Source: an optimization exercise on an open RTL-to-GDS flow (aim: small area). Production flows keep margins and buffers that such runs may drop.
RTL that was checked went through simulation tests only; none was proved equivalent to the original.

Design delay_calc_top, start of the top module:
module delay_calc_top (
    input  logic                                 clk,
    input  logic                                 reset,
    input  logic                                 start,
    input  logic signed [delay_pkg::coord_w-1:0] x_elem,
    input  logic signed [delay_pkg::coord_w-1:0] z_elem,
    input  logic signed [delay_pkg::coord_w-1:0] x_focus,
    input  logic signed [delay_pkg::coord_w-1:0] z_focus,
    input  logic        [delay_pkg::elem_w-1:0]  elem,
    output logic        [delay_pkg::delay_w-1:0] delay_out,
    output logic        [delay_pkg::elem_w-1:0]  elem_out,
    output logic                                 done
);
Size in the first run: ~760 cells after synthesis, ~90 I/O pins, ~7500 sq um of cells after synthesis.
==> flow/config.mk <==
export PLATFORM = sky130hd
export DESIGN_NAME = delay_calc_top
export DESIGN_NICKNAME = delay_calc_top
export VERILOG_FILES = /design/flow/design.v
export SDC_FILE = /design/flow/constraint.sdc
export NUM_CORES = 4
export LEC_CHECK = 0
export CAP_MARGIN = 20
export CORE_MARGIN = 2
export CORE_UTILIZATION = 40
export GPL_TIMING_DRIVEN = 0
export SLEW_MARGIN = 20
==> flow/constraint.sdc <==
create_clock -name core_clock -period 7.5 [get_ports {clk}]
set_input_delay 1.5000 -clock core_clock [delete_from_list [all_inputs] [get_ports {clk}]]
set_output_delay 1.5000 -clock core_clock [all_outputs]
set_load 0.01 [all_outputs]
standard.sh (not shown) runs the stock make flow with config.mk's settings and CLKGATE_MAP_FILE= SYNTH_SCRIPT=/design/flow/synth_recipe.tcl, a recipe that flattens the netlist after the stock synthesis.
==> flow/flow/run.sh <==
#!/bin/bash
set -euo pipefail
W=$PWD
{
  echo "include $W/config.mk"
  echo "export BUFFER_PORTS_ARGS = -buffer_cell sky130_fd_sc_hd__buf_1"
  echo "export CTS_ARGS = -sink_clustering_enable -repair_clock_nets -dont_use_dummy_load -buf_list sky130_fd_sc_hd__clkbuf_8"
  echo "export REMOVE_ABC_BUFFERS = 1"
} > "$W/own_config.mk"
sed "s#DESIGN_CONFIG=[^ ]*#DESIGN_CONFIG=$W/own_config.mk#" standard.sh > "$W/own_standard.sh"
bash "$W/own_standard.sh" > "$W/own_flow.log" 2>&1
Next try:
--- a/flow/design.v
+++ b/flow/design.v
@@ -165,22 +165,23 @@
     logic n240, n241, n242, n243, n244, n245, n246, n247, n248, n249, n250, n251;
     logic n252, n253, n254, n255, n256, n257, n258, n259, n260, n261, n262, n263;
     logic n264, n265, n266, n267, n268, n269, n270, n271, n272, n273, n274, n275;
     logic n276, n277, n278, n279, n280, n281, n282, n283, n284, n285, n286, n287;
     logic n288, n289, n290, n291, n292, n293, n294, n295, n296, n297, n298, n299;
     logic n300, n301, n302, n303, n304, n305, n306, n307, n308, n309, n310, n311;
     logic n312, n313, n314, n315, n316, n317, n318, n319, n320, n321, n322, n323;
     logic n324, n325, n326, n327, n328, n329, n330, n331, n332, n333, n334, n335;
     logic n336, n337, n338, n339, n340, n341, n342, n343, n344, n345, n346, n347;
     logic n348, n349, n350, n351, n352, n353, n354, n355, n356, n357, n358, n359;
     logic n360, n361, n362, n363, n364, n365, n366, n367, n368, n369, n370, n371;
+    logic n372, n373, n374, n375, n376, n377;
     assign n0 = dx[0] & dx[1];
     assign n1 = dx[0] & dx[2];
     assign n2 = dx[0] & dx[3];
     assign n3 = dx[0] & dx[4];
     assign n4 = dx[0] & dx[5];
     assign n5 = dx[0] & dx[6];
     assign n6 = dx[0] & dx[7];
     assign n7 = dx[0] & dx[8];
     assign n8 = dx[0] & dx[9];
     assign n9 = dx[1] & dx[2];
     assign n10 = dx[1] & dx[3];
@@ -503,57 +504,63 @@
     assign n327 = (n285 & n286) | (n285 & n325) | (n286 & n325);
     assign n328 = n287 ^ n288 ^ n327;
     assign n329 = (n287 & n288) | (n287 & n327) | (n288 & n327);
     assign n330 = n289 ^ n290 ^ n329;
     assign n331 = (n289 & n290) | (n289 & n329) | (n290 & n329);
     assign n332 = n291 ^ n292 ^ n331;
     assign n333 = (n291 & n292) | (n291 & n331) | (n292 & n331);
     assign n334 = n293 ^ n294 ^ n333;
     assign n335 = (n293 & n294) | (n293 & n333) | (n294 & n333);
     assign n336 = n295 ^ n296 ^ n335;
     assign n337 = (n295 & n296) | (n295 & n335) | (n296 & n335);
-    assign n338 = n297 ^ n298 ^ n337;
-    assign n339 = (n297 & n298) | (n297 & n337) | (n298 & n337);
+    assign n338 = n297 ^ n298;
+    assign n339 = n297 & n298;
     assign n340 = n299 ^ n300 ^ n339;
     assign n341 = (n299 & n300) | (n299 & n339) | (n300 & n339);
-    assign n342 = n301 ^ n302;
-    assign n343 = n301 & n302;
+    assign n342 = n301 ^ n302 ^ n341;
+    assign n343 = (n301 & n302) | (n301 & n341) | (n302 & n341);
     assign n344 = n303 ^ n304 ^ n343;
     assign n345 = (n303 & n304) | (n303 & n343) | (n304 & n343);
     assign n346 = n305 ^ n306 ^ n345;
     assign n347 = (n305 & n306) | (n305 & n345) | (n306 & n345);
     assign n348 = n307 ^ n308 ^ n347;
     assign n349 = (n307 & n308) | (n307 & n347) | (n308 & n347);
     assign n350 = n309 ^ n310 ^ n349;
     assign n351 = (n309 & n310) | (n309 & n349) | (n310 & n349);
     assign n352 = n273 ^ n311 ^ n351;
     assign n353 = (n273 & n311) | (n273 & n351) | (n311 & n351);
-    assign n354 = ~(n301 ^ n302);
-    assign n355 = n301 | n302;
-    assign n356 = n303 ^ n304 ^ n355;
-    assign n357 = (n303 & n304) | (n303 & n355) | (n304 & n355);
-    assign n358 = n305 ^ n306 ^ n357;
-    assign n359 = (n305 & n306) | (n305 & n357) | (n306 & n357);
-    assign n360 = n307 ^ n308 ^ n359;
-    assign n361 = (n307 & n308) | (n307 & n359) | (n308 & n359);
-    assign n362 = n309 ^ n310 ^ n361;
-    assign n363 = (n309 & n310) | (n309 & n361) | (n310 & n361);
-    assign n364 = n273 ^ n311 ^ n363;
-    assign n365 = (n273 & n311) | (n273 & n363) | (n311 & n363);
-    assign n366 = n341 ? n354 : n342;
-    assign n367 = n341 ? n356 : n344;
-    assign n368 = n341 ? n358 : n346;
-    assign n369 = n341 ? n360 : n348;
-    assign n370 = n341 ? n362 : n350;
-    assign n371 = n341 ? n364 : n352;
-    assign sum_sq = {n371, n370, n369, n368, n367, n366, n340, n338, n336, n334, n332, n330, n328, n326, n324, n322, n320, n318, n316, n314, n313, n312};
+    assign n354 = ~(n297 ^ n298);
+    assign n355 = n297 | n298;
+    assign n356 = n299 ^ n300 ^ n355;
+    assign n357 = (n299 & n300) | (n299 & n355) | (n300 & n355);
+    assign n358 = n301 ^ n302 ^ n357;
+    assign n359 = (n301 & n302) | (n301 & n357) | (n302 & n357);
+    assign n360 = n303 ^ n304 ^ n359;
+    assign n361 = (n303 & n304) | (n303 & n359) | (n304 & n359);
+    assign n362 = n305 ^ n306 ^ n361;
+    assign n363 = (n305 & n306) | (n305 & n361) | (n306 & n361);
+    assign n364 = n307 ^ n308 ^ n363;
+    assign n365 = (n307 & n308) | (n307 & n363) | (n308 & n363);
+    assign n366 = n309 ^ n310 ^ n365;
+    assign n367 = (n309 & n310) | (n309 & n365) | (n310 & n365);
+    assign n368 = n273 ^ n311 ^ n367;
+    assign n369 = (n273 & n311) | (n273 & n367) | (n311 & n367);
+    assign n370 = n337 ? n354 : n338;
+    assign n371 = n337 ? n356 : n340;
+    assign n372 = n337 ? n358 : n342;
+    assign n373 = n337 ? n360 : n344;
+    assign n374 = n337 ? n362 : n346;
+    assign n375 = n337 ? n364 : n348;
+    assign n376 = n337 ? n366 : n350;
+    assign n377 = n337 ? n368 : n352;
+    assign sum_sq = {n377, n376, n375, n374, n373, n372, n371, n370, n336, n334, n332, n330, n328, n326, n324, n322, n320, n318, n316, n314, n313, n312};
 endmodule
 `default_nettype wire
 `default_nettype none
 module isqrt_steps_0_6 (
     input  logic [15:0] t_in,
     output logic [7:0] r_out,
     output logic [3:0] t_out,
     output logic [5:0] q_out
 );
     logic n0, n1, n2, n3, n4, n5, n6, n7, n8, n9, n10, n11;
     logic n12, n13, n14, n15, n16, n17, n18, n19, n20, n21, n22, n23;
What happened:
- clock skew fell by 0.010 ns
- die area is higher slightly
- worst hold slack degrades by 0.0060 ns
- cell area barely changes
- via count came out higher by a few percent
- worst setup slack loses 0.028 ns
- clock-buffer cell count is unchanged
- utilization decreases by 0.16 points
- global-route usage goes up by 0.51 points
- first-iteration DRC count goes down by a quarter to a third
No functional check of the RTL was part of the first run of this note.

==> what the ideal ports hide <==
Ports are ideal in the flow. The routed layouts listed here were re-timed in OpenROAD. Step 1: set_driving_cell puts a clkbuf_16 on clk and a buf_2 on each other input, an assumption about the parent block. Step 2 moves the port delays by t, midway between the first and last clock arrival at a register: inputs arrive t later, outputs are due t later. That takes back most of the time a late clock gives input paths. Slacks: ideal ports / drivers / drivers and shift; pairs: ideal ports / drivers.
| run | t, ns | slack for setup (ns) | latest minus earliest clock arrival (ns) |
|---|---|---|---|
| the first run | 0.390 | 0.290 / 0.290 / -0.040 | 0.040 / 0.040 |
| the second run | 0.392 | 0.262 / 0.262 / -0.077 | 0.030 / 0.031 |
With both steps, setup timing fails in the first run and the second run, where it was met with ideal ports. For the second run, which loses most, drivers alone change the setup slack by 0.000 ns; drivers and shift together by -0.339 ns.
